Background: an optimization exercise with open tools, aiming at a short achievable clock period and few clock cycles. Do not read the settings as production practice. The RTL was checked by simulation tests, not by an equivalence proof against the original design. No activity file was given, so power comes from the tool's default toggle rates.

==> flow/config.mk <==
export PLATFORM = sky130hd
export DESIGN_NAME = icache_top
export DESIGN_NICKNAME = icache_top
export VERILOG_FILES = /design/flow/design.v
export SDC_FILE = /design/flow/constraint.sdc
export NUM_CORES = 4
export LEC_CHECK = 0
export ABC_CLOCK_PERIOD_IN_PS = 2500
export CAP_MARGIN = 20
export CORE_MARGIN = 2
export CORE_UTILIZATION = 40
export SETUP_SLACK_MARGIN = 4.5
export SLEW_MARGIN = 20
==> flow/constraint.sdc <==
create_clock -name core_clock -period 7.0 [get_ports {clk}]
set_input_delay 1.4000 -clock core_clock [delete_from_list [all_inputs] [get_ports {clk}]]
set_output_delay 1.4000 -clock core_clock [all_outputs]
set_load 0.01 [all_outputs]
==> flow/design.v <==
package icache_pkg;
    localparam int addr_w = 32;
    localparam int data_w = 32;
    typedef logic [addr_w-1:0] addr_t;    
    typedef logic [data_w-1:0] data_t;    
    typedef enum logic [1:0] {
        s_idle     = 2'b00,
        s_compare  = 2'b01,
        s_allocate = 2'b11
    } cache_state_t;
endpackage
module icache_top
#(
    parameter int sets       = 8,
    parameter int line_words = 4
) (
    input  logic        clk,
    input  logic        nrst,
    input  logic        cpu_req,
    input  logic [31:0] cpu_addr,
    input  logic        flush,
    output logic        cpu_ack,
    output logic        cpu_busy,
    output logic [31:0] cpu_rdata,
    output logic        wb_cyc,
    output logic        wb_stb,
    output logic        wb_we,
    output logic [31:0] wb_adr,
    input  logic [31:0] wb_dat_i,
    input  logic        wb_ack
);
    localparam int off_w   = $clog2(line_words);
    localparam int idx_w   = $clog2(sets);
    localparam int idx_lsb = off_w + 2;
    localparam int tag_lsb = idx_lsb + idx_w;
    localparam int tag_w   = 32 - tag_lsb;
    localparam int ent     = sets * 2;               
    localparam int slots   = sets * line_words;      
    logic [tag_w-1:0]      tag_mem [ent];
    logic [ent-1:0]        valid;
    logic [sets-1:0]       lru;                      
    logic [31:0]           data0 [slots];            
    logic [31:0]           data1 [slots];            
    logic                  ack_o;                    
    logic                  ack_q;                    
    logic [31:0]           rdata_o;                  
    logic                  busy_o;                   
    logic                  cyc_o;                    
    logic                  stb_o;                    
    logic [31:0]           adr_o;                    
    logic                  f_act;                    
    logic [31-idx_lsb:0]   f_line;                   
    logic [off_w-1:0]      f_word;                   
    logic [off_w-1:0]      f_cnt;                    
    logic [idx_w:0]        f_ent;                    
    logic [line_words-1:0] f_got;                    
    logic                  f_inst;                   
    logic [idx_w+off_w-1:0] rp;                      
    logic [slots-1:0]      rp_oh;                    
    logic                  rp_way;                   
    logic                  t_q;                      
    logic [idx_w-1:0]      t_set;
    logic                  t_way;
    logic [idx_w-1:0]      a_set, r_set, n_set;
    logic [tag_w-1:0]      a_tag;
    logic [off_w-1:0]      a_word;
    logic [idx_w+off_w-1:0] a_idx, a_nxt;
    logic [slots-1:0]      a_oh, a_nxt_oh;
    logic [ent-1:0]        match;
    logic                  hit0, hit1, hit, hit_way;
    logic                  victim;
    logic                  n_way;                    
    logic                  look;                     
    logic                  at_idx;                   
    logic                  r_hit;                    
    logic                  to_nxt;                   
    logic                  rp_fill;                  
    logic                  ready;
    logic                  answer;
    logic                  f_end;                    
    logic                  start;
    logic [31:0]           rd0, rd1, rd;
    assign a_set  = cpu_addr[tag_lsb-1:idx_lsb];
    assign a_tag  = cpu_addr[31:tag_lsb];
    assign a_word = cpu_addr[idx_lsb-1:2];
    assign a_idx  = cpu_addr[tag_lsb-1:2];
    assign a_nxt  = a_idx + 1'b1;
    assign r_set  = rp[idx_w+off_w-1:off_w];
    assign n_set  = r_set + 1'b1;
    always_comb
    begin
        a_oh = '0;
        a_oh[a_idx] = 1'b1;
    end
    assign a_nxt_oh = {a_oh[slots-2:0], a_oh[slots-1]};
    always_comb
        for (int e = 0; e < ent; e++)
            match[e] = valid[e] && (tag_mem[e] == a_tag);
    assign hit0    = match[{a_set, 1'b0}];
    assign hit1    = match[{a_set, 1'b1}];
    assign hit     = hit0 | hit1;
    assign hit_way = ~hit0;                          
    assign n_way   = ~match[{n_set, 1'b0}];
    assign victim = !valid[{a_set, 1'b0}] ? 1'b0 :
                    !valid[{a_set, 1'b1}] ? 1'b1 : lru[a_set];
    assign look    = cpu_req && !ack_q;
    assign r_hit   = rp_way ? hit1 : hit0;          
    assign at_idx  = (a_idx == rp);
    assign rp_fill = f_act && (f_ent == {rp[idx_w+off_w-1:off_w], rp_way}) &&
                     (f_inst || !f_got[rp[off_w-1:0]]);    
    assign ready   = !rp_fill || (wb_ack && (f_word == rp[off_w-1:0]));
    assign answer  = look && at_idx && r_hit && ready;
    assign to_nxt  = at_idx && ready;
    assign f_end  = f_act && wb_ack && (f_cnt == off_w'(line_words - 1));
    assign start  = look && !hit && (!f_act || f_end);
    always_comb
    begin
        rd0 = '0;
        rd1 = '0;
        for (int k = 0; k < slots; k++)
        begin
            rd0 |= {32{rp_oh[k]}} & data0[k];
            rd1 |= {32{rp_oh[k]}} & data1[k];
        end
    end
    assign rd = rp_fill ? wb_dat_i : rp_way ? rd1 : rd0;
    always_ff @(posedge clk or negedge nrst)
    begin
        if (!nrst)
        begin
            ack_o  <= 1'b0;
            busy_o <= 1'b0;
        end
        else
        begin
            ack_o  <= answer;
            busy_o <= look || (f_act && !f_end);
        end
    end
    always_ff @(posedge clk)
        ack_q <= answer;
    always_ff @(posedge clk)
        rdata_o <= rd;
    always_ff @(posedge clk or negedge nrst)
    begin
        if (!nrst)
        begin
            rp     <= '0;
            rp_oh  <= 1;
            rp_way <= 1'b0;
        end
        else if (look)
        begin
            rp     <= to_nxt ? a_nxt : a_idx;
            rp_oh  <= to_nxt ? a_nxt_oh : a_oh;
            if (answer)
                rp_way <= (a_word == off_w'(line_words - 1)) ? n_way : rp_way;
            else
                rp_way <= hit ? hit_way : victim;
        end
    end
    always_ff @(posedge clk or negedge nrst)
    begin
        if (!nrst)
        begin
            f_act  <= 1'b0;
            cyc_o  <= 1'b0;
            stb_o  <= 1'b0;
            f_inst <= 1'b0;
            f_got  <= '0;
            f_cnt  <= '0;
        end
        else
        begin
            f_inst <= start;
            cyc_o  <= start || (cyc_o && !f_end);
            stb_o  <= start || (stb_o && !f_end);
            if (start)
                f_act <= 1'b1;
            else if (f_act && wb_ack && f_end)
                f_act <= 1'b0;
            if (f_inst)
            begin
                f_got <= '0;
                f_cnt <= '0;
            end
            else if (f_act && wb_ack)
            begin
                f_got[f_word] <= 1'b1;
                f_cnt         <= f_cnt + 1'b1;
            end
        end
    end
    always_ff @(posedge clk)
    begin
        if (!f_act || f_end)
        begin
            f_line <= cpu_addr[31:idx_lsb];
            f_word <= a_word;
            f_ent  <= {a_set, victim};
        end
        else if (wb_ack)
            f_word <= f_word + 1'b1;
    end
    always_ff @(posedge clk)
    begin
        if ((!cyc_o || f_end) && cpu_req)
            adr_o <= {cpu_addr[31:2], 2'b00};
        else if (cyc_o && wb_ack)
            adr_o[idx_lsb-1:2] <= adr_o[idx_lsb-1:2] + 1'b1;
    end
    always_ff @(posedge clk)
    begin
        for (int k = 0; k < slots; k++)
        begin
            if (f_act && (f_ent == {k[idx_w+off_w-1:off_w], 1'b0}) && (f_word == k[off_w-1:0]))
                data0[k] <= wb_dat_i;
            if (f_act && (f_ent == {k[idx_w+off_w-1:off_w], 1'b1}) && (f_word == k[off_w-1:0]))
                data1[k] <= wb_dat_i;
        end
    end
    always_ff @(posedge clk)
    begin
        if (f_inst)
            tag_mem[f_ent] <= f_line[31-idx_lsb:idx_w];
    end
    always_ff @(posedge clk or negedge nrst)
    begin
        if (!nrst)
            valid <= '0;
        else if (flush)
            valid <= '0;             
        else if (f_inst)
            valid[f_ent] <= 1'b1;
    end
    always_ff @(posedge clk or negedge nrst)
    begin
        if (!nrst)
        begin
            t_q <= 1'b0;
            lru <= '0;
        end
        else
        begin
            t_q <= answer;
            if (t_q)
                lru[t_set] <= ~t_way;
            else if (f_inst)
                lru[f_ent[idx_w:1]] <= ~f_ent[0];
        end
    end
    always_ff @(posedge clk)
    begin
        t_set <= r_set;
        t_way <= rp_way;
    end
    assign cpu_ack   = ack_o;
    assign cpu_busy  = busy_o;
    assign cpu_rdata = rdata_o;
    assign wb_cyc    = cyc_o;
    assign wb_stb    = stb_o;
    assign wb_we     = 1'b0;
    assign wb_adr    = adr_o;
endmodule
==> flow/run.sh <==
#!/bin/bash
# synth_recipe.tcl (not shown) runs the flow's synth.tcl, then flattens the netlist and writes it again
# the make line also repeats each setting of config.mk as NAME=value (left out here)
make -C /OpenROAD-flow-scripts/flow DESIGN_CONFIG=/design/flow/config.mk WORK_HOME=/design/flow/orfs CLKGATE_MAP_FILE= SYNTH_SCRIPT=/design/flow/synth_recipe.tcl finish
==> impl.org, run 1 <==
** Outcome
- The run finished with no timing, DRC or antenna violations.

** Job
- Across the run, the number of max-cap violations was 0.

** Finish
- Number of non-filler instances in the completed layout :: 9506
- Post-route core utilization :: 49.0%
- Leading cell type in the layout, fill and taps excluded :: sky130_fd_sc_hd__edfxtp_1
- Of the cells placed in the final design, the portion with a size suffix greater than 1 is 23.0%.
- Relative to the synthesized area, the layout overhead comes to 21.9%.
- The net count of the finished layout is 6200.
- Commonest non-fill, non-tap cells in the layout :: sky130_fd_sc_hd__edfxtp_1, sky130_fd_sc_hd__a22oi_1, sky130_fd_sc_hd__clkbuf_16

** Clocking
- Clk root buf :: sky130_fd_sc_hd__clkbuf_16
- The later pin in the worst-skew pair is clocked with a latency of 0.95 ns.
- No sink is reached through more buffers than the 4 on the longest clock path.
- H-tree level count :: 5
- Buffers inserted to repair hold after CTS numbered 0.
- Post-CTS clock slew at the launch and capture registers of the worst setup and hold paths :: 0.06 ns
- TritonCTS built the clock tree.
- Counting the buffers created by CTS gives 277.
- The clock net in this run drives a total of 2620 sinks.

** STA
- Setup repair after global routing could not meet its margin everywhere.
- Final count of hold timing violations :: 0
- At the pin with the least slew margin, the transition time is 1.24 ns.
- Aggregate negative setup slack :: 0 ns
- Dividing the final minimum period by the clock period gives 41.7%.
- Tightest slew margin relative to the limit :: 17.3%
- Final setup margin :: 4.08 ns
- For the final database, setup skew stands at 0.0801 ns.
- Minimum clock period after layout :: 2.92 ns
- Final number of max-transition violations :: 0
- Final-report setup violation count :: 0
- Highest achievable clock rate :: 343 MHz

** Pwr
- Leak pwr :: 38.2 nW
- Worst voltage drop across the vdd grid :: 0.000275 V
- Dividing total power by cell area gives a power density of 308 mW/mm2.
- Switching share of total power :: 25.2%
- Summed over all nets, the switching power comes to 9.25 mW.
- Registers are responsible for 51.3% of the overall power.
- Combinational cells account for 10.7% of the total power.
- Internal power comes to 27.5 mW.
- In this run, the clock network consumes 38.0% of the power.
- Final Power :: 36.7 mW

** Global routing
- All-Layer GR Usage :: 28.7%
- The initial antenna violation count is 32.
- The first global-routing pass estimated 491 mm of wire.
- Entering global routing, the biggest net connects 66 pins.
- The number of global-route vias before repair was 58300.
- Remaining global-route overflow :: 0

** Logic synthesis
- Fraction of the mapped netlist area in compound gates :: 9.47%
- Top_reg_cell synth :: sky130_fd_sc_hd__edfxtp_1
- Share of synthesized cell area in and, or, nand and nor gates :: 4.68%
- Seq/Total Area, Yosys :: 79.7%
- In this run the mean area of a mapped cell was 17.7 um2.
- The mapped netlist covers 0.0978 mm2.
- By area, the combinational part of the netlist is dominated by compound AO/OA/AOI/OAI gates.
- After Yosys synthesis, XOR and XNOR cells account for 3.80% of the synthesized area.
- Number of register bits inferred by synthesis :: 2620
- Yosys mapped a number of flops with a built-in enable equal to 2509.
- Counting distinct cell types in the post-synthesis netlist gives 64.
- Yosys warns :: 3
- Post-synthesis cell count :: 5511
- Async S/R FF share, synth :: 2.82%
- Of the total synthesized cell area, the portion taken by full adders, half adders and majority gates is 0.320%.
- In the synthesized netlist, mux cells make up 0.522% of the area.

** Critical path
- Reg2Reg Launch Point :: rp_oh[15]$_DFFE_PN0P_
- Slowest CP cell :: sky130_fd_sc_hd__or4_1
- In this design, the largest share of critical-path delay is due to simple AND/OR/NAND/NOR gates.
- In this run the number of cells on the critical path is 10.
- Required @ worst endpoint :: 7.82 ns
- Counting both buffers and inverters, the worst setup path holds a total of 2.
- The critical path goes through buf_6, buf_6, xnor2_2, nand4_1, or4_1, or4_1, o2111ai_2, o21ai_2, o2bb2ai_1, a22oi_2.
- Start-to-end type of the worst setup path :: input pin to register
- Largest driver fanout on the critical path :: 12
- STA classifies the critical path endpoint as a register.
- Launch point of the critical path :: cpu_addr[15]
- STA classifies the critical path startpoint as an input pin.
- Number of cells on the worst reg-to-reg path :: 8
- At the worst endpoint, the arrival time is 3.73 ns.
- On the worst path, the slowest cell contributes a delay of 0.57 ns.

** Route
- In this run, the number of DRC markers left after iteration 0 of detailed routing was 11600.
- In the final routed layout, each cell accounts on average for 38.8 um.
- In the routed layout, each cell is associated on average with a via count of 6.57.
- The final layout contains routed wiring with a total length of 369 mm.
- Across all layers, the routed design uses 62400 vias.
- For this run, design rule violations remaining after detail routing come to 0.
- The detail route stage leaves a number of antenna-violating nets equal to 0.
- Number of search-and-repair iterations in the first detailed-routing pass :: 8

** Place
- Count of buffers inserted at the top-level ports :: 132
- Post-Place Setup Slack :: 1.86 ns
- DPL Wire Length :: 165 mm
- GPL Wtd Cong :: 0.860
- The number of placed instances, taps included, is 8694.

** Worst hold path
- HP Class :: input pin to asynchronous set/reset pin

** Die
- In this run the core area contains 181 standard-cell rows.
- The floorplan step defined a die boundary enclosing 0.248 mm2.
- Core area :: 0.243 mm2
- In this run the horizontal extent of the chip is 498 um.
- Top-level port count :: 138
- The die is 498 um tall.
- For this configuration, the core starts out at a cell density of 40.2%.
kinds of logic after synthesis:
group                      after synthesis
DFF                                   2620
AOI/OAI and AO/OA                     1171
and+or+nand+nor                        856
xor gates and xnor gates               424
buffers and inverters                  370
muxes                                   44
adders and majority gates               25
other                                    1
metrics by stage:
stage | area, um2 | hold WS (ns)
after floorplan | 98300 | 0.345
after global placement | 103000 | 0.474
after detailed placement | 104000 | 0.481
after CTS | 117000 | 0.339
after global routing | 119000 | 0.366
final | 119000 | 0.384
state kept, by name, indices dropped and copies added (netlist names), 2 cells and up:
| signal | cells |
|---|---|
| data0 | 1024 |
| data1 | 1024 |
| tag_mem | 400 |
| rdata_o | 32 |
| rp_oh | 32 |
| adr_o | 30 |
| f_line | 26 |
| valid | 16 |
| lru | 8 |
| rp | 5 |
| f_got | 4 |
| f_ent | 3 |
| t_set | 3 |
| f_cnt | 2 |
| f_word | 2 |
final timing paths:
check	to	slack [ns]
worst max-delay path	rp_way$_DFFE_PN0P_	4.08
worst min-delay path	valid[1]$_DFFE_PN0P_	0.38
worst max register to register	rdata_o[21]$_DFF_P_	4.36
worst min register to register	f_got[3]$_DFFE_PN0P_	0.50
max in group asynchronous	rp_oh[16]$_DFFE_PN0P_	5.48
min in group core_clock	f_got[3]$_DFFE_PN0P_	0.50
per-layer routing:
metal  wire [um]  global-route usage, %
met5         198                      0
met4       22800                   15.0
met3       51800                   7.18
met2      163000                   43.2
met1      131000                   38.7
cell type report:
| cell class | count | area (um2) |
|---|---|---|
| Tap cell | 3202 | 4010 |
| Multi-Input combinational cell | 2527 | 20600 |
| Clock buffer | 363 | 7540 |
| Sequential cell | 2620 | 78100 |
| Fill cell | 20000 | 124000 |
| Antenna cell | 6 | 15.0 |
| Timing Repair Buffer | 640 | 8000 |
| Inverter | 40 | 169 |
| Clock inverter | 108 | 833 |
power by group through the flow:
stage | Clock [mW] | Combinational (mW) | Sequential [mW]
after floorplan | 0 | 1.42 | 18.8
after global placement | 0 | 2.95 | 19.3
after detailed placement | 0 | 3.07 | 19.3
after CTS | 14.0 | 3.63 | 18.8
after global routing | 14.6 | 4.00 | 18.9
final | 14.0 | 3.93 | 18.8
Yosys cell counts, drive strengths merged (5+ instances only):
| master | count | area, um2 |
|---|---|---|
| nor3 | 96 | 480 |
| nand3 | 156 | 781 |
| a22oi | 356 | 2680 |
| a21oi | 100 | 500 |
| o211ai | 7 | 52.6 |
| nand2 | 141 | 529 |
| mux2 | 36 | 405 |
| a22o | 256 | 2240 |
| a222oi | 65 | 651 |
| inv | 39 | 146 |
| xnor2 | 284 | 2490 |
| and3 | 43 | 269 |
| or4 | 10 | 75.1 |
| nand4 | 205 | 1280 |
| buf | 128 | 567 |
| o21ai | 62 | 314 |
| nor2 | 66 | 248 |
| nor4 | 55 | 344 |
| dfrtp | 73 | 1830 |
| ha | 25 | 313 |
| and2 | 33 | 206 |
| clkbuf | 202 | 758 |
| xor2 | 140 | 1230 |
| a31oi | 6 | 37.5 |
| edfxtp | 2509 | 75300 |
| nor2b | 7 | 43.8 |
| nor3b | 6 | 45.0 |
| mux2i | 6 | 60.1 |
| nand2b | 15 | 93.8 |
| or3 | 5 | 31.3 |
| dfxtp | 37 | 741 |
| a221oi | 289 | 2530 |
timing repair:
action	CTS	global route
endpoints found under the setup margin	2308	1572
cloned	17	8
buffers inserted	248	57
resized for setup	927	250
pin swaps	104	130
Testbench counts, summed over its fixed seeds: cycles 29,932.
==> inputs of run 2 (changes only) <==
--- a/flow/design.v
+++ b/flow/design.v
@@ -59,5 +59,4 @@
     logic [slots-1:0]      rp_oh;                    
     logic                  rp_way;                   
-    logic                  t_q;                      
     logic [idx_w-1:0]      t_set;
     logic                  t_way;
@@ -154,5 +153,5 @@
             rp     <= to_nxt ? a_nxt : a_idx;
             rp_oh  <= to_nxt ? a_nxt_oh : a_oh;
-            if (answer)
+            if (to_nxt)
                 rp_way <= (a_word == off_w'(line_words - 1)) ? n_way : rp_way;
             else
@@ -237,16 +236,9 @@
     begin
         if (!nrst)
-        begin
-            t_q <= 1'b0;
             lru <= '0;
-        end
-        else
-        begin
-            t_q <= answer;
-            if (t_q)
-                lru[t_set] <= ~t_way;
-            else if (f_inst)
-                lru[f_ent[idx_w:1]] <= ~f_ent[0];
-        end
+        else if (ack_q)              
+            lru[t_set] <= ~t_way;
+        else if (f_inst)
+            lru[f_ent[idx_w:1]] <= ~f_ent[0];
     end
     always_ff @(posedge clk)
==> run 2 against run 1 <==
Compared with the run above:
- still clean on timing, DRC and antenna
- critical path depth did not move
- clock skew down 0.0091 ns
- utilization decreased by 0.24 points
- worst setup slack got worse by 0.045 ns
- sequential power about the same
- design area down 1.4%
- non-clock buffer count shrank 61
- die area fell by 0.66%
- synthesized cell count decreased by 2.4%
- clock-buffer cell count fell by 3
==> impl.org, run 2 <==
** Logic synthesis
- Yosys warns :: 3 (unchanged)
- Seq/Total Area, Yosys :: 80.2% (+0.53 points)
- Area leader, netlist :: sky130_fd_sc_hd__edfxtp_1
- The area of the mapped netlist is 0.0971 mm2 (-0.67%).
- The flip-flop and latch count after synthesis came to 2620 (unchanged).
- The synthesized instance count came to 5376 (-2.4%).
- Yosys attributes the largest share of cell area to sky130_fd_sc_hd__edfxtp_1, sky130_fd_sc_hd__a22oi_1, sky130_fd_sc_hd__a221oi_1.
- Most common cell in the netlist :: sky130_fd_sc_hd__edfxtp_1
- The proportion of synthesized flip-flops having asynchronous set or reset is 2.82% (unchanged).
- Yosys top cell area share :: 77.6% (+0.52 points)
- The count of unique library cells instantiated by Yosys is 60 (-6.3%).
- Top_reg_cell synth :: sky130_fd_sc_hd__edfxtp_1
- Most common library cells after synthesis :: sky130_fd_sc_hd__edfxtp_1, sky130_fd_sc_hd__a22oi_1, sky130_fd_sc_hd__a221oi_1, sky130_fd_sc_hd__a22o_1, sky130_fd_sc_hd__xnor2_1
- Post-Syn Area per Cell :: 18.1 um2 (+1.8%)
- The number of synthesized flops with an enable pin was 2509 (unchanged).

** Route
- The count of routing violations after the opening detailed-route iteration was 10600 (-8.1%).
- The count of antenna-violating nets left after detailed routing was 0 (unchanged).
- Number of search-and-repair iterations in the first detailed-routing pass :: 7 (-1)
- Routed wire per std cell :: 38.4 um (-1.1%)
- The number of vias per cell after detailed routing is 6.51 (-0.92%).
- Vias :: 60400 (-3.2%)
- The total wire length is 356 mm (-3.4%).
- Drc violations :: 0 (unchanged)

** Critical path
- Largest driver fanout on the critical path :: 10 (-2)
- The endpoint required time on the critical path was 7.79 ns (-0.03 ns).
- Number of cells on the worst reg-to-reg path :: 9 (+1)
- Start-to-end type of the worst setup path :: input pin to register
- Reg2Reg Launch Point :: rp_oh[8]$_DFFE_PN0P_
- RR Endpoint :: rdata_o[17]$_DFF_P_
- The worst setup path is captured at a register.
- Worst reg-to-reg setup slack :: 4.37 ns (about the same)
- The signal arrival time at the worst endpoint came to 3.75 ns (+0.02 ns).
- STA classifies the critical path startpoint as an input pin.

** Die
- Standard-cell rows :: 180 (-0.55%)
- The count of boundary I/O pins is 138 (unchanged).
- Total Die Area :: 0.247 mm2 (-0.66%)
- The effective utilization at floorplan came to 40.3% (+0.10 points).
- The chip height was 497 um (-0.33%).
- Width of the die :: 497 um (-0.33%)
- The area of the core region is 0.241 mm2 (-0.92%).

** Clocking
- The maximum buffer depth of the clock tree was 4 (unchanged).
- The H-tree depth is 5 (unchanged).
- TritonCTS clock tree :: done
- CTS sink cnt :: 2620 (unchanged)
- The CTS buffer count was 274 (-1.1%).
- Clock Latency Late Sink :: 0.91 ns (-0.04 ns)
- The tree is rooted in a sky130_fd_sc_hd__clkbuf_16.
- The clock-pin transition on the worst setup and hold timing paths was 0.06 ns (about the same).

** Finish
- Multi-input combinational cell area :: 0.0197 mm2 (-4.3%)
- Leaving out fill and tap cells, the most frequent cell in the layout is sky130_fd_sc_hd__edfxtp_1.
- Biggest regs :: data0 (1024), data1 (1024), tag_mem (400)
- Total Nets Final :: 6002 (-3.2%)
- The proportion of layout cells with a drive suffix above 1 came to 22.3% (-0.66 points).
- Signed area change from the synthesized netlist to the final layout :: 21.0%
- The final design utilization is 48.8% (-0.24 points).
- The library cells used most frequently in the layout, excluding fill and tap cells, are sky130_fd_sc_hd__edfxtp_1, sky130_fd_sc_hd__a22oi_1, sky130_fd_sc_hd__clkbuf_16.
- The flip-flop and latch area is 0.0781 mm2 (about the same).
- Filler cell count in the final layout :: 19700 (-1.2%)

** STA
- The post-route minimum period is 2.96 ns (+0.0449 ns).
- The final setup violation count is 0 (unchanged).
- Tightest slew margin relative to the limit :: 20.4% (+3.1 points)
- Actual transition at the worst max-transition pin :: 1.19 ns (-0.0461 ns)
- Final clock period utilization by the worst path :: 42.3% (+0.64 points)
- Final-layout worst hold slack :: 0.367 ns (-0.0168 ns)
- Final number of max-transition violations :: 0 (unchanged)
- Final setup margin :: 4.04 ns (-0.0449 ns)
- Aggregate negative setup slack :: 0 ns (unchanged)
- The final hold violation count is 0 (unchanged).
- The worst setup skew after layout came to 0.0710 ns (-0.00906 ns).
- Highest achievable clock rate :: 338 MHz (-1.5%)
- Setup repair after global routing missed its margin :: true

** Pwr
- The reported leakage power came to 37.7 nW (-1.4%).
- The power density over cell area was 313 mW/mm2 (+1.7%).
- The largest voltage drop on the vdd net was 0.000247 V (-10%).

** Global routing
- The total global routing track utilization was 28.2% (-0.51 points).
- The number of global-route vias before repair was 56700 (-2.7%).
- The wire length of the first global-routing pass came to 476 mm (-3.1%).
- Antenna violations before repair :: 26 (-19%)
- The pin count of the biggest net entering global routing came to 66 (unchanged).
- The global route total overflow was 0 (unchanged).

** Place
- The number of I/O port buffers is 132 (unchanged).
- The sum of net half-perimeters after detailed placement was 162 mm (-2.2%).
- The worst slack at placement was 1.87 ns (+0.0110 ns).
- The global placer's final weighted congestion is 0.802 (-6.7%).

** Worst hold path
- HP Class :: input pin to asynchronous set/reset pin

** Outcome
- The run finished with no timing, DRC or antenna violations.

** Job
- The number of max-cap violations was 0 (unchanged).
run 2: cell count changes in the layout (fill, tap and decap cells not counted), moves of 14 or more:
| cell | delta |
|---|---|
| sky130_fd_sc_hd__nor3_1 | -14 |
| sky130_fd_sc_hd__xnor2_1 | -17 |
| sky130_fd_sc_hd__nand2_1 | -29 |
| sky130_fd_sc_hd__xnor2_2 | -21 |
| sky130_fd_sc_hd__and3_2 | +21 |
| sky130_fd_sc_hd__xor2_1 | +42 |
| sky130_fd_sc_hd__buf_8 | +15 |
| sky130_fd_sc_hd__nand4_1 | -41 |
| sky130_fd_sc_hd__buf_12 | -30 |
| sky130_fd_sc_hd__buf_6 | -42 |
| sky130_fd_sc_hd__o21ai_1 | -23 |
| sky130_fd_sc_hd__buf_4 | -19 |
run 2: worst max-delay path by stage:
stage | startpoint | endpoint | slack, ns | cells after the start
final | cpu_addr[29] | ack_o$_DFF_PN0_ | 4.04 | 10
after CTS | ack_o$_DFF_PN0_ | cpu_ack | 4.07 | 1
after global routing | cpu_addr[17] | ack_o$_DFF_PN0_ | 4.02 | 13
after global placement | cpu_addr[10] | f_act$_DFFE_PN0P_ | 1.89 | 10
after floorplan | cpu_addr[31] | ack_o$_DFF_PN0_ | 3.66 | 9
after detailed placement | cpu_addr[8] | f_act$_DFFE_PN0P_ | 1.87 | 10
run 2: cell families (layout without fill, tap and decap cells):
logic type	after synthesis	in the layout	share of synthesized area [%]
DFF	2620	2620	80.2
AOI/OAI and AO/OA	1147	1147	9.44
and+or+nand+nor	751	753	4.11
xor gates and xnor gates	422	422	3.80
buffers and inverters	363	1081	1.53
muxes	47	47	0.556
adders and majority gates	25	25	0.322
other	1	10	0.00386
run 2: routing by layer:
metal | global-route usage (%) | part of all wire, %
met3 | 6.93 | 14
met2 | 43.4 | 45
met5 | 0 | 0.031
met4 | 12.2 | 5.3
met1 | 38.2 | 36
run 2: power breakdown:
part           switching (mW)  total (mW)  internal, mW  leakage, nW
logic                    2.67        3.91          1.23         9.78
registers               0.614        18.9          18.3         23.8
clock network            5.93        14.0          8.11         4.10
total                    9.22        36.8          27.6         37.7
run 2: worst max-delay path: stages:
cell,delay (ns)
sky130_fd_sc_hd__buf_6,0.18
sky130_fd_sc_hd__buf_12,0.20
sky130_fd_sc_hd__xnor2_2,0.12
sky130_fd_sc_hd__nand4_1,0.11
sky130_fd_sc_hd__or4_4,0.57
sky130_fd_sc_hd__or4_4,0.54
sky130_fd_sc_hd__a21oi_4,0.16
sky130_fd_sc_hd__nor4_4,0.08
sky130_fd_sc_hd__nor2b_4,0.15
sky130_fd_sc_hd__a2111oi_4,0.22
run 2: final cells by class:
class,instances,share of cell area [%]
sequential,2620,66.4
multi-input combinational,2397,16.7
clock buffer,360,6.33
timing repair buffer,579,6.14
tap,3185,3.39
clock inverter,106,0.808
inverter,34,0.131
antenna,7,0.0149
timing repair inverter,2,0.0128
run 2: repair_timing:
action,in CTS,in global routing
endpoints found under the setup margin,2518,1299
gates cloned,24,4
buffers inserted,209,30
hold buffers,0,0
resized for setup,898,283
pin swaps,95,110
run 2: through the flow:
stage	power, mW	cell area [um2]	cells
4_1_cts	36.6	116000	9246
6_report	36.8	118000	9290
2_1_floorplan	20.3	97600	5378
3_5_place_dp	22.3	103000	8547
5_1_grt	37.5	118000	9284
3_3_place_gp	22.3	103000	8543
Testbench counts of run 2, summed over its fixed seeds: cycles 29,932.
==> inputs of run 3 (changes only) <==
--- a/flow/config.mk
+++ b/flow/config.mk
@@ -9,5 +9,6 @@
 export CAP_MARGIN = 20
 export CORE_MARGIN = 2
-export CORE_UTILIZATION = 40
+export CORE_UTILIZATION = 55
+export PLACE_DENSITY = 0.7
 export SETUP_SLACK_MARGIN = 4.5
 export SLEW_MARGIN = 20
==> run 3 against run 2 <==
Compared with the run above:
- non-clock buffer count up 6
- wire length down 0.94%
- via count up 2.1%
==> impl.org, run 3 <==
** Logic synthesis
- The yosys synthesis warning count came to 3 (unchanged).
- The area share of the leading cell type in the synthesized netlist came to 77.6% (unchanged).
- The area of the mapped netlist came to 0.0971 mm2 (unchanged).
- Seq/Total Area, Yosys :: 80.2% (unchanged)
- The number of synthesized flops with an enable pin was 2509 (unchanged).
- The commonest cells after synthesis are sky130_fd_sc_hd__edfxtp_1, sky130_fd_sc_hd__a22oi_1, sky130_fd_sc_hd__a221oi_1, sky130_fd_sc_hd__a22o_1, sky130_fd_sc_hd__xnor2_1.
- The average cell area after synthesis is 18.1 um2 (unchanged).
- The proportion of synthesized flip-flops having asynchronous set or reset came to 2.82% (unchanged).
- Top_reg_cell synth :: sky130_fd_sc_hd__edfxtp_1
- Yosys instantiated no cell more often than sky130_fd_sc_hd__edfxtp_1.
- The flip-flop and latch count after synthesis is 2620 (unchanged).
- sky130_fd_sc_hd__edfxtp_1 takes more of the synthesized area than any other cell.
- Post-synthesis cell count :: 5376 (unchanged)
- Count of different cell masters after synthesis :: 60 (unchanged)
- Cell types with the largest area share after synthesis :: sky130_fd_sc_hd__edfxtp_1, sky130_fd_sc_hd__a22oi_1, sky130_fd_sc_hd__a221oi_1

** Worst hold path
- HP Class :: input pin to asynchronous set/reset pin

** Global routing
- The pin count of the biggest net entering global routing was 66 (unchanged).
- The global route total overflow is 0 (unchanged).
- Global-route wire length before repair :: 465 mm (-2.4%)
- The total global routing track utilization was 37.8% (+9.6 points).
- The initial antenna violation count was 32 (+23%).
- Via count of the first global-routing pass :: 57100 (+0.71%)

** Critical path
- The signal arrival time at the worst endpoint was 3.87 ns (+0.12 ns).
- The endpoint required time on the critical path was 7.76 ns (-0.03 ns).
- Slowest CP cell :: sky130_fd_sc_hd__nor2_1
- The worst setup path is captured at a register.
- Critical path's largest stage delay :: 0.42 ns (-0.15 ns)
- The critical path goes through buf_12, buf_12, buf_4, buf_4, xnor2_1, nand4_1, nor2_1, nand4_1, o22ai_2, nor4_4, nor2b_4, a2111oi_4.
- The worst setup path is launched from an input pin.
- Start-to-end type of the worst setup path :: input pin to register
- The largest driver fanout on the critical path was 5 (-5).

** Finish
- The layout net count is 5979 (-0.38%).
- Multi-input combinational cell area :: 0.0202 mm2 (+2.5%)
- Compared with the post-synthesis result, the final layout area differs by 20.1%.
- The area of all placed cells without fillers came to 0.117 mm2 (-0.77%).
- Combined flip-flop and latch cell area :: 0.0781 mm2 (about the same)
- Leading cell type in the layout, fill and taps excluded :: sky130_fd_sc_hd__edfxtp_1
- In the final layout, the registers with the most flip-flops are data0 (1024), data1 (1024), tag_mem (400).
- The count of filler cells inserted in the layout came to 11100 (-44%).
- Layout cell share with drive strength beyond 1 :: 23.2% (+0.91 points)
- In the layout the commonest cells are sky130_fd_sc_hd__edfxtp_1, sky130_fd_sc_hd__a22oi_1, sky130_fd_sc_hd__a22o_1.

** Route
- Number of search-and-repair iterations in the first detailed-routing pass :: 10 (+3)
- Post-route antenna net violation count :: 0 (unchanged)
- The remaining routing DRC violations is 0 (unchanged).
- The total wire length came to 353 mm (-0.94%).
- Routed via count divided by cell count :: 7.29 (+12%)
- Vias :: 61700 (+2.1%)
- The post-detailed-route wirelength per cell came to 41.7 um (+8.8%).
- The count of routing violations after the opening detailed-route iteration was 12400 (+17%).

** Place
- Count of buffers inserted at the top-level ports :: 132 (unchanged)
- DPL Wire Length :: 161 mm (-0.59%)
- GPL Wtd Cong :: 0.877 (+9.3%)
- Post-DP Area :: 0.102 mm2 (-1.1%)

** Outcome
- Run status :: finished clean

** STA
- The actual slew at the worst max-slew pin came to 1.19 ns (-0.00714 ns).
- Final-report setup violation count :: 0 (unchanged)
- The worst setup skew after layout was 0.0694 ns (-0.00164 ns).
- The share of the clock period used by the worst path after layout was 44.5% (+2.2 points).
- The max-slew violation count was 0 (unchanged).
- Setup repair after global routing missed its margin :: true
- Aggregate negative setup slack :: 0 ns (unchanged)
- Tightest slew margin relative to the limit :: 20.8% (+0.48 points)
- Minimum clock period after layout :: 3.11 ns (+0.152 ns)
- Final count of hold timing violations :: 0 (unchanged)
- Highest achievable clock rate :: 321 MHz (-4.9%)

** Clocking
- The CTS buffer count was 241 (-12%).
- The clock latency on the worst-skew pair was 0.93 ns (+0.02 ns).
- Buffer depth of the longest clock path :: 3 (-1)
- TritonCTS clock tree :: done
- Clk root buf :: sky130_fd_sc_hd__clkbuf_16
- The clock sink total is 2620 (unchanged).
- Post-CTS clock slew at the launch and capture registers of the worst setup and hold paths :: 0.07 ns (about the same)
- H-tree level count :: 4 (-1)

** Pwr
- Power share of the combinational group :: 10.9% (+0.3 points)
- Clock power frac :: 36.7% (-1.4 points)
- The share of power burned in registers came to 52.4% (+1.2 points).
- Internal Power :: 26.9 mW (-2.7%)
- The reported leakage power came to 37.6 nW (-0.21%).
- The fraction of power spent switching nets was 25.6% (+0.56 points).
- The power density over cell area came to 309 mW/mm2 (-1.2%).
- The largest voltage drop on the vdd net came to 0.000314 V (+27%).
- P_sw :: 9.24 mW (+0.18%)

** Die
- Die height :: 424 um (-15%)
- The count of standard-cell rows came to 154 (-14%).
- Effective utilization at floorplan :: 55.3% (+15 points)
- The overall die area is 0.180 mm2 (-27%).
- The area of the core region was 0.176 mm2 (-27%).
- The count of boundary I/O pins is 138 (unchanged).
- Width of the die :: 424 um (-15%)

** Job
- MaxCap Viol Count :: 0 (unchanged)
-- run 3: cell counts after synthesis --
No cell type changed its count.
-- run 3: power groups by stage --
stage | clock network, mW | logic [mW] | registers (mW)
2_1_floorplan | 0 | 1.42 | 18.9
3_3_place_gp | 0 | 2.91 | 19.3
3_5_place_dp | 0 | 2.94 | 19.3
4_1_cts | 13.2 | 3.47 | 18.9
5_1_grt | 13.8 | 3.97 | 18.9
6_report | 13.3 | 3.93 | 18.9
-- run 3: final cells by class --
class	count	area share (%)
sequential	2620	66.9
multi-input combinational	2401	17.3
timing repair buffer	585	6.25
clock buffer	324	5.60
tap	2340	2.51
clock inverter	133	1.21
inverter	34	0.134
antenna	20	0.0429
timing repair inverter	2	0.0129
-- run 3: logic make-up (layout without fill, tap and decap cells) --
group	after synthesis	after routing	synth area share [%]
adder cells (fa/ha/maj)	25	25	0.322
flip-flops	2620	2620	80.2
other	1	23	0.00386
AND/OR/NAND/NOR	751	756	4.11
AO/OA/AOI/OAI	1147	1148	9.44
buffers and inverters	363	1078	1.53
XOR/XNOR	422	422	3.80
multiplexers	47	47	0.556
-- run 3: layer usage --
metal / vias to the layer above / track usage (%) / routed length (um)
met2: 6273 / 57.4 / 154000
met4: 12 / 22.1 / 27500
met3: 1480 / 11.7 / 59600
met1: 30800 / 48.4 / 111000
met5: - / 0 / 189
li1: 23200 / - / -
-- run 3: worst paths after layout --
check                                               from                     to  slack (ns)  cells after the start
worst max register to register  tag_mem[12][1]$_DFFE_PP_        ack_o$_DFF_PN0_        4.13                      8
worst min-delay path                                nrst  rp_oh[21]$_DFFE_PN0P_        0.31                      1
worst min register to register      f_got[2]$_DFFE_PN0P_   f_got[2]$_DFFE_PN0P_        0.50                      2
max in group asynchronous                           nrst        cyc_o$_DFF_PN0_        5.44                      2
min in group core_clock             f_got[2]$_DFFE_PN0P_   f_got[2]$_DFFE_PN0P_        0.50                      2
worst max-delay path                         cpu_addr[8]        ack_o$_DFF_PN0_        3.89                     12
-- run 3: critical path, delay by kind of cell --
kind                   cells  cell delay (ns)
buffers and inverters      4             0.59
AO/OA/AOI/OAI              2             0.59
XOR/XNOR                   1             0.17
AND/OR/NAND/NOR            5             1.11
-- run 3: metrics by stage --
step	power (mW)	hold WS, ns	setup WS, ns	instances	util, %
6_report	36.1	0.311	3.89	8459	66.4
5_1_grt	36.7	0.301	3.96	8453	66.4
4_1_cts	35.5	0.279	4.01	8352	64.9
3_5_place_dp	22.2	0.491	1.66	7694	57.9
3_3_place_gp	22.2	0.474	1.68	7693	57.8
2_1_floorplan	20.3	0.345	3.66	5378	-
-- run 3: repair_timing --
item                       4_1_cts  5_1_grt
cloned                          22       15
setup endpoints to repair     2265     1034
hold buffers                     0        0
setup buffers                  179       68
gates resized for setup        918      310
pin swaps                       98      158
==> inputs of run 4 (changes only) <==
--- a/flow/config.mk
+++ b/flow/config.mk
@@ -9,6 +9,7 @@
 export CAP_MARGIN = 20
 export CORE_MARGIN = 2
-export CORE_UTILIZATION = 55
-export PLACE_DENSITY = 0.7
+export CORE_UTILIZATION = 40
+export CTS_CLUSTER_DIAMETER = 60
+export CTS_CLUSTER_SIZE = 30
 export SETUP_SLACK_MARGIN = 4.5
 export SLEW_MARGIN = 20
==> run 4 against run 3 <==
Compared with the run above:
- still clean
- hold slack gained 0.13 ns
- combinational power is 1% lower
- wire length is 0.68% lower
- global-route usage fell by 10 points
- synthesized cell count unchanged
- flip-flop and latch count is the same
- maximum frequency increased by 3.2%
- worst setup slack gained 0.098 ns
- critical path depth decreased by 1
- critical endpoint unchanged
- largest power group unchanged
==> impl.org, run 4 <==
** Outcome
- The run finished with no timing, DRC or antenna violations.

** Critical path
- The largest driver fanout on the critical path was 6 (+1).
- Worst reg-to-reg setup slack :: 4.40 ns (+0.27 ns)
- The worst setup path is captured at a register.
- The signal arrival time at the worst endpoint was 3.72 ns (-0.15 ns).
- Critical path startpoint category :: input pin
- Required @ worst endpoint :: 7.71 ns (-0.05 ns)
- Start-to-end type of the worst setup path :: input pin to register

** Route
- Drc violations :: 0 (unchanged)
- The count of antenna-violating nets left after detailed routing came to 0 (unchanged).
- Routed wire per std cell :: 38.6 um (-7.6%)
- Final WL :: 351 mm (-0.68%)
- The number of vias per cell after detailed routing is 6.55 (-10%).
- Vias :: 59500 (-3.6%)
- The number of detailed-routing iterations run before antenna repair came to 7 (-3).
- Initial DRC Count :: 10300 (-17%)

** Pwr
- The largest voltage drop on the vdd net came to 0.000229 V (-27%).
- Final Power :: 32.6 mW (-9.8%)
- Leak pwr :: 35.9 nW (-4.7%)
- The power density over cell area is 286 mW/mm2 (-7.6%).

** Clocking
- H-tree level count :: 4 (unchanged)
- The clock latency on the worst-skew pair was 0.85 ns (-0.08 ns).
- Buffer depth of the longest clock path :: 3 (unchanged)
- TritonCTS built the clock tree.
- Post-CTS clock slew at the launch and capture registers of the worst setup and hold paths :: 0.09 ns (+0.02 ns)
- The clock sink total was 2620 (unchanged).
- The number of hold buffers added after cts was 0 (unchanged).
- The CTS buffer count came to 139 (-42%).
- The root buffer cell chosen for the clock tree is sky130_fd_sc_hd__clkbuf_16.

** Finish
- In the final layout, the registers with the most flip-flops are data0 (1024), data1 (1024), tag_mem (400).
- The final design utilization is 47.3% (-19 points).
- The proportion of layout cells with a drive suffix above 1 is 21.3% (-2.0 points).
- Total Nets Final :: 5870 (-1.8%)
- The post-layout instance count excluding filler cells was 9089 (+7.4%).
- Leading cell type in the layout, fill and taps excluded :: sky130_fd_sc_hd__edfxtp_1
- The library cells used most frequently in the layout, excluding fill and tap cells, are sky130_fd_sc_hd__edfxtp_1, sky130_fd_sc_hd__a22oi_1, sky130_fd_sc_hd__a22o_1.
- Signed area change from the synthesized netlist to the final layout :: 17.2%

** Global routing
- Via count of the first global-routing pass :: 55300 (-3.3%)
- All-Layer GR Usage :: 27.6% (-10 points)
- Antenna violations before repair :: 17 (-47%)
- Pin count of the biggest net entering global routing :: 66 (unchanged)
- The global route total overflow was 0 (unchanged).
- The wire length of the first global-routing pass was 466 mm (+0.33%).

** Logic synthesis
- Of all cell types, the one taking the most synthesized area is sky130_fd_sc_hd__edfxtp_1.
- Yosys warns :: 3 (unchanged)
- Total standard cell area after synthesis :: 0.0971 mm2 (unchanged)
- Fraction of the mapped netlist area in compound gates :: 9.44% (unchanged)
- Post-synthesis cell count :: 5376 (unchanged)
- In the synthesized netlist the dominant register cell turns out to be sky130_fd_sc_hd__edfxtp_1.
- Post-synthesis adder-cell area fraction :: 0.322% (unchanged)
- Async S/R FF share, synth :: 2.82% (unchanged)
- Number of synthesized flops with an enable pin :: 2509 (unchanged)
- Number of register bits inferred by synthesis :: 2620 (unchanged)
- Most common library cells after synthesis :: sky130_fd_sc_hd__edfxtp_1, sky130_fd_sc_hd__a22oi_1, sky130_fd_sc_hd__a221oi_1, sky130_fd_sc_hd__a22o_1, sky130_fd_sc_hd__xnor2_1
- The area share of the leading cell type in the synthesized netlist was 77.6% (unchanged).
- In the post-synthesis netlist, the biggest area contributors are sky130_fd_sc_hd__edfxtp_1, sky130_fd_sc_hd__a22oi_1, sky130_fd_sc_hd__a221oi_1.
- Mux share of post-synthesis cell area :: 0.556% (unchanged)
- Seq/Total Area, Yosys :: 80.2% (unchanged)
- The simple-gate area share of the yosys netlist is 4.11% (unchanged).
- The XOR/XNOR share of the synthesized area was 3.80% (unchanged).
- Most common cell in the netlist :: sky130_fd_sc_hd__edfxtp_1
- By area, the combinational part of the netlist is dominated by compound AO/OA/AOI/OAI gates.
- The average cell area after synthesis came to 18.1 um2 (unchanged).
- Count of different cell masters after synthesis :: 60 (unchanged)

** Place
- DPL Wire Length :: 162 mm (+0.60%)
- Count of buffers inserted at the top-level ports :: 132 (unchanged)
- GPL Wtd Cong :: 0.802 (-8.5%)
- The instance count after placement with tap cells included came to 8547 (+11%).

** STA
- Post-route clock skew :: 0.0592 ns (-0.0102 ns)
- Tightest slew margin relative to the limit :: 20.6% (-0.23 points)
- Final-report setup violation count :: 0 (unchanged)
- The max-slew violation count was 0 (unchanged).
- The post-route minimum period came to 3.01 ns (-0.0978 ns).
- Setup repair after global routing could not meet its margin everywhere.
- The actual slew at the worst max-slew pin is 1.19 ns (+0.00344 ns).
- The final hold violation count came to 0 (unchanged).
- The share of the clock period used by the worst path after layout was 43.1% (-1.4 points).
- The setup total negative slack was 0 ns (unchanged).
- The top achievable clock speed is 332 MHz (+3.2%).
- The worst hold-check slack is 0.445 ns (+0.134 ns).

** Die
- Die height :: 497 um (+17%)
- The area of the core region was 0.241 mm2 (+37%).
- Width of the die :: 497 um (+17%)
- The count of boundary I/O pins was 138 (unchanged).
- The count of standard-cell rows is 180 (+17%).
- Effective utilization at floorplan :: 40.3% (-15 points)
- Total Die Area :: 0.247 mm2 (+37%)

** Job
- MaxCap Viol Count :: 0 (unchanged)

** Worst hold path
- The min-delay analysis places its worst path in the category input pin to asynchronous set/reset pin.
[run 4: final timing paths]
path / startpoint / to / cells past startpoint
max: cpu_addr[30] / ack_o$_DFF_PN0_ / 11
min: nrst / busy_o$_DFF_PN0_ / 1
max reg2reg: tag_mem[15][7]$_DFFE_PP_ / ack_o$_DFF_PN0_ / 7
min reg2reg: f_got[2]$_DFFE_PN0P_ / f_got[2]$_DFFE_PN0P_ / 2
max in group asynchronous: nrst / rp_oh[26]$_DFFE_PN0P_ / 2
min in group core_clock: f_got[2]$_DFFE_PN0P_ / f_got[2]$_DFFE_PN0P_ / 2
[run 4: power breakdown]
group	leakage (nW)	switching, mW	internal [mW]
logic	9.68	2.66	1.22
registers	23.8	0.605	18.2
clock network	2.36	5.51	4.34
total	35.9	8.78	23.8
[run 4: logic make-up after synthesis]
family | count (synthesis)
muxes | 47
DFF | 2620
buffers and inverters | 363
xor gates and xnor gates | 422
AOI/OAI and AO/OA | 1147
other | 1
and+or+nand+nor | 751
adders and majority gates | 25
[run 4: worst max-delay path, cell delays in order]
cell	delay (ns)
sky130_fd_sc_hd__buf_6	0.09
sky130_fd_sc_hd__buf_12	0.14
sky130_fd_sc_hd__buf_12	0.13
sky130_fd_sc_hd__xnor2_2	0.14
sky130_fd_sc_hd__nand4_1	0.10
sky130_fd_sc_hd__or4_4	0.56
sky130_fd_sc_hd__or4_4	0.54
sky130_fd_sc_hd__a21oi_4	0.16
sky130_fd_sc_hd__nor4_4	0.08
sky130_fd_sc_hd__nor2b_4	0.15
sky130_fd_sc_hd__a2111oi_4	0.20
[run 4: area by class of cell]
type                    count  area, um2
repair buffers            583       7030
diodes                     14       35.0
inverters                  34        154
clock inverters           102       1300
flip-flops and latches   2620      78100
clock buffers             153       3600
fillers                 20100     127000
repair inverters            1       7.51
multi-input cells        2397      19700
well taps                3185       3990
[run 4: timing repair]
item	4_1_cts	5_1_grt
gates resized for setup	909	266
pin swaps	93	110
endpoints found under the setup margin	2513	1890
setup buffers	199	45
cloned	17	8
endpoints found under the hold margin	0	0
[run 4: routing by layer]
layer / up-vias / global-route usage [%] / share of wire [%]
met5: - / 0 / 0.0046
met4: 2 / 10.5 / 4.5
met3: 731 / 6.46 / 13
met2: 4645 / 42.7 / 45
met1: 31300 / 38.0 / 37
li1: 22800 / - / -
[run 4: stage by stage]
stage | cell area (um2) | setup slack, ns
CTS | 112000 | 4.05
global route | 114000 | 3.95
finish | 114000 | 3.99
detailed placement | 103000 | 1.87
global placement | 103000 | 1.89
floorplan | 97600 | 3.66
==> inputs of run 5 (changes only) <==
==> flow/config.mk (replaced) <==
export PLATFORM = sky130hd
export DESIGN_NAME = icache_top
export DESIGN_NICKNAME = icache_top
export VERILOG_FILES = /design/flow/design.v
export SDC_FILE = /design/flow/constraint.sdc
export NUM_CORES = 4
export LEC_CHECK = 0
export ABC_CLOCK_PERIOD_IN_PS = 2800
export CAP_MARGIN = 20
export CORE_MARGIN = 2
export CORE_UTILIZATION = 40
export SETUP_SLACK_MARGIN = 4.2
export SLEW_MARGIN = 20
==> run 5 against run 4 <==
Compared with the run above:
- still clean on timing, DRC and antenna
- combinational power decreased by 13%
- clock-buffer cell count increased by 203
- sequential share of layout area decreased by 0.31 points
- utilization increased by 0.21 points
- critical path type unchanged
==> impl.org, run 5 <==
** Logic synthesis
- Dominant combinational cell family by area after synthesis :: compound AO/OA/AOI/OAI gates
- Cell types with the largest area share after synthesis :: sky130_fd_sc_hd__edfxtp_1, sky130_fd_sc_hd__a22oi_1, sky130_fd_sc_hd__a221oi_1
- The post-synthesis sequential area ratio was 80.2% (unchanged).
- Post-synthesis cell count :: 5376 (unchanged)
- Counting instances in the post-synthesis netlist gives the leading cell types as sky130_fd_sc_hd__edfxtp_1, sky130_fd_sc_hd__a22oi_1, sky130_fd_sc_hd__a221oi_1, sky130_fd_sc_hd__a22o_1, sky130_fd_sc_hd__xnor2_1.
- The number of synthesized flops with an enable pin came to 2509 (unchanged).
- Post-synthesis xor/xnor area fraction :: 3.80% (unchanged)
- The area of the mapped netlist is 0.0971 mm2 (unchanged).
- Top_reg_cell synth :: sky130_fd_sc_hd__edfxtp_1
- Share of synthesized cell area in and, or, nand and nor gates :: 4.11% (unchanged)
- The adder-cell share of the synthesized area was 0.322% (unchanged).
- Fraction of the mapped netlist area in compound gates :: 9.44% (unchanged)
- Yosys warns :: 3 (unchanged)
- Mux share of post-synthesis cell area :: 0.556% (unchanged)
- Count of different cell masters after synthesis :: 60 (unchanged)
- Yosys top cell area share :: 77.6% (unchanged)
- Post-Syn Area per Cell :: 18.1 um2 (unchanged)
- Async S/R FF share, synth :: 2.82% (unchanged)
- The most common cell in the synthesized netlist is sky130_fd_sc_hd__edfxtp_1.
- The biggest area contributor in the post-synthesis netlist is sky130_fd_sc_hd__edfxtp_1.
- Number of register bits inferred by synthesis :: 2620 (unchanged)

** Pwr
- P_sw :: 9.06 mW (+3.2%)
- Leak pwr :: 36.3 nW (+1.2%)
- Final Power :: 36.7 mW (+13%)
- Internal Power :: 27.6 mW (+16%)
- The power density over cell area was 321 mW/mm2 (+12%).
- Sequential share of power :: 51.6% (-6.2 points)
- Power share of the combinational group :: 9.2% (-2.7 points)
- The clock share of power is 39.2% (+9.0 points).
- Switching share of total power :: 24.7% (-2.2 points)
- Worst voltage drop across the vdd grid :: 0.000206 V (-10%)

** Route
- Routed wire per std cell :: 37.4 um (-3.0%)
- The count of antenna-violating nets left after detailed routing came to 0 (unchanged).
- Vias :: 59100 (-0.64%)
- WL met2 :: 156 mm (-1.9%)
- Number of search-and-repair iterations in the first detailed-routing pass :: 6 (-1)
- Wire length on met1 :: 128 mm (-1.1%)
- Routed via count divided by cell count :: 6.45 (-1.5%)
- Topmost layer with routed signal wires :: met5
- Met3 wire length :: 45.3 mm (-3.0%)
- The count of routing violations after the opening detailed-route iteration came to 10400 (+1.5%).
- The total wire length was 343 mm (-2.1%).
- The remaining routing DRC violations came to 0 (unchanged).

** Place
- Count of buffers inserted at the top-level ports :: 132 (unchanged)
- Instance count after placement with tap cells included :: 8550 (+0.035%)
- GPL Wtd Cong :: 0.818 (+1.9%)
- DPL Wire Length :: 164 mm (+1.4%)

** Clocking
- TritonCTS clock tree :: done
- The H-tree depth is 5 (+1).
- Cts bufs inserted :: 282 (+100%)
- Clock Latency Late Sink :: 0.96 ns (+0.11 ns)
- Number of buffers inserted by hold repair at cts :: 0 (unchanged)
- The clock-pin transition on the worst setup and hold timing paths is 0.06 ns (-0.03 ns).
- CTS sink cnt :: 2620 (unchanged)
- Buffer depth of the longest clock path :: 4 (+1)
- Clk root buf :: sky130_fd_sc_hd__clkbuf_16

** Critical path
- Largest driver fanout on the critical path :: 3 (-3)
- Number of cells on the worst reg-to-reg path :: 7 (unchanged)
- Slowest CP cell :: sky130_fd_sc_hd__nor4_4
- Cells along the critical path :: buf_8, buf_12, buf_12, buf_4, xor2_1, nor4_2, nand3_1, nor4_4, o41ai_2, or3_4, a2111oi_4
- Worst reg-to-reg setup slack :: 4.16 ns (-0.24 ns)
- Critical path's largest stage delay :: 0.43 ns (-0.13 ns)
- Reg2Reg Launch Point :: rp_oh[10]$_DFFE_PN0P_
- The endpoint required time on the critical path came to 7.83 ns (+0.12 ns).
- The signal arrival time at the worst endpoint was 3.84 ns (+0.12 ns).
- Start-to-end type of the worst setup path :: input pin to register
- The combined buffer and inverter count along the critical path was 4 (+1).
- The worst setup path is captured at a register.
- By instance count, the cell type seen most on the critical path is sky130_fd_sc_hd__buf_12.
- RR Endpoint :: rdata_o[2]$_DFF_P_
- STA classifies the critical path startpoint as an input pin.
- Cell family contributing the most delay on the critical path :: simple AND/OR/NAND/NOR gates

** Global routing
- Global-route wire length before repair :: 462 mm (-0.84%)
- Remaining global-route overflow :: 0 (unchanged)
- Antenna violations before repair :: 24 (+7)
- Via count of the first global-routing pass :: 55800 (+0.98%)
- All-Layer GR Usage :: 27.2% (-0.42 points)
- Pin count of the biggest net entering global routing :: 66 (unchanged)

** Finish
- Leaving out fill and tap cells, the most frequent cell in the layout is sky130_fd_sc_hd__edfxtp_1.
- Number of non-filler instances in the completed layout :: 9173 (+0.92%)
- The layout net count was 5866 (-0.068%).
- In the final layout, the registers with the most flip-flops are data0 (1024), data1 (1024), tag_mem (400).
- Commonest non-fill, non-tap cells in the layout :: sky130_fd_sc_hd__edfxtp_1, sky130_fd_sc_hd__a22oi_1, sky130_fd_sc_hd__clkbuf_16
- Layout cell share with drive strength beyond 1 :: 18.2% (-3.1 points)
- Relative to the synthesized area, the layout overhead comes to 17.8%.

** Die
- Width of the die :: 497 um (unchanged)
- The area of the core region came to 0.241 mm2 (unchanged).
- The overall die area came to 0.247 mm2 (unchanged).
- The count of standard-cell rows was 180 (unchanged).
- The effective utilization at floorplan was 40.3% (unchanged).
- The count of boundary I/O pins is 138 (unchanged).
- The chip height came to 497 um (unchanged).

** STA
- The headroom to the max-slew limit came to 20.8% (+0.22 points).
- The share of the clock period used by the worst path after layout came to 43.0% (-0.11 points).
- The max-slew violation count is 0 (unchanged).
- Setup repair after global routing missed its margin :: true
- The worst setup skew after layout is 0.0883 ns (+0.0291 ns).
- The post-route minimum period was 3.01 ns (-0.00805 ns).
- Final-report setup violation count :: 0 (unchanged)
- The worst hold-check slack is 0.316 ns (-0.129 ns).
- Final count of hold timing violations :: 0 (unchanged)
- The actual slew at the worst max-slew pin was 1.19 ns (-0.00325 ns).
- Highest achievable clock rate :: 333 MHz (+0.27%)
- The setup total negative slack came to 0 ns (unchanged).

** Job
- The number of max-cap violations is 0 (unchanged).

** Outcome
- Run status :: finished clean

** Worst hold path
- HP Class :: input pin to asynchronous set/reset pin
-- run 5: layout make-up --
cell class / instances / area, um2
fillers: 20000 / 127000
well taps: 3185 / 3990
inverters: 34 / 145
clock inverters: 130 / 1110
flip-flops and latches: 2620 / 78100
clock buffers: 356 / 7610
multi-input cells: 2395 / 18600
repair inverters: 1 / 7.51
repair buffers: 438 / 4780
diodes: 14 / 35.0
-- run 5: how the worst max path moves through the flow --
| stage | from | cells past startpoint | slack (ns) | endpoint |
|---|---|---|---|---|
| CTS | ack_o$_DFF_PN0_ | 1 | 4.08 | cpu_ack |
| global route | cpu_addr[12] | 10 | 3.94 | ack_o$_DFF_PN0_ |
| global placement | cpu_addr[23] | 8 | 1.78 | ack_o$_DFF_PN0_ |
| detailed placement | cpu_addr[10] | 10 | 1.88 | ack_o$_DFF_PN0_ |
| finish | cpu_addr[12] | 11 | 3.99 | ack_o$_DFF_PN0_ |
| floorplan | cpu_addr[24] | 9 | 3.66 | ack_o$_DFF_PN0_ |
-- run 5: cell families (layout without fill, tap and decap cells) --
group                      Yosys count  after routing
DFF                               2620           2620
AOI/OAI and AO/OA                 1147           1147
and+or+nand+nor                    751            751
xor gates and xnor gates           422            422
buffers and inverters              363            959
muxes                               47             47
adders and majority gates           25             25
other                                1             17
-- run 5: repair_timing --
item,CTS,global route
resized for setup,739,86
endpoints found under the setup margin,2069,1347
pin swaps,49,18
cloned,2,3
setup buffers,85,29
-- run 5: stage by stage --
step	area, um2	util [%]	setup WS, ns
after floorplan	97400	-	3.66
after global placement	103000	42.6	1.78
after detailed placement	103000	42.6	1.88
after CTS	114000	47.1	4.08
after global routing	114000	47.5	3.94
final	114000	47.5	3.99
-- run 5: per-layer routing --
metal	global-route usage, %	vias to the layer above
li1	-	22900
met1	38.1	31000
met2	42.2	4472
met3	5.55	728
met4	9.56	10
met5	0	-
-- run 5: power groups by stage --
stage | sequential (mW) | combinational, mW | clock, mW
after floorplan | 18.9 | 1.39 | 0
after detailed placement | 19.3 | 2.97 | 0
final | 18.9 | 3.38 | 14.4
after global routing | 19.0 | 3.48 | 15.0
after global placement | 19.3 | 2.94 | 0
after CTS | 18.9 | 3.20 | 14.4
-- run 5: worst reg2reg max path: stages (launching register included) --
cell and delay (ns):
sky130_fd_sc_hd__dfrtp_4 0.70, sky130_fd_sc_hd__buf_4 0.46, sky130_fd_sc_hd__a22o_1 0.31, sky130_fd_sc_hd__a221oi_1 0.21, sky130_fd_sc_hd__nand4_1 0.21, sky130_fd_sc_hd__nor3_4 0.40, sky130_fd_sc_hd__a21oi_1 0.11, sky130_fd_sc_hd__mux2_2 0.33

[afterwards: timing with drivers on the ports]
How much do the figures lean on ideal ports? The routed layouts below were timed once more, with nothing changed but the port constraints. Step 1, drivers: a clkbuf_16 drives clk and a buf_2 each remaining input, both assumed. Step 2, shift: input delay + t, output delay - t, t = (earliest + latest rising clock arrival at the registers) / 2. This alone moves slack from input paths to output paths. a / b / c = no drivers / after step 1 / after step 2; a / b = the first two.
run | t, ns | setup slack, ns | worst setup path at the end | worst slew at a driven data input, ns | pins driven straight from the clock port
run 1 | 0.985 | 4.084 / 4.020 / 3.152 | input to register | 0.24 | 1
run 2 | 0.980 | 4.040 / 4.016 / 3.103 | input to register | 0.25 | 1
run 3 | 0.982 | 3.888 / 3.919 / 2.937 | input to register | 0.38 | 1
run 4 | 0.905 | 3.985 / 4.045 / 3.140 | input to register | 0.22 | 1
run 5 | 0.995 | 3.993 / 4.013 / 3.036 | input to register | 0.22 | 1
After both steps setup and hold are still met in every run listed. For run 5, which loses most, drivers alone change the setup slack by +0.020 ns; drivers and shift together by -0.957 ns.
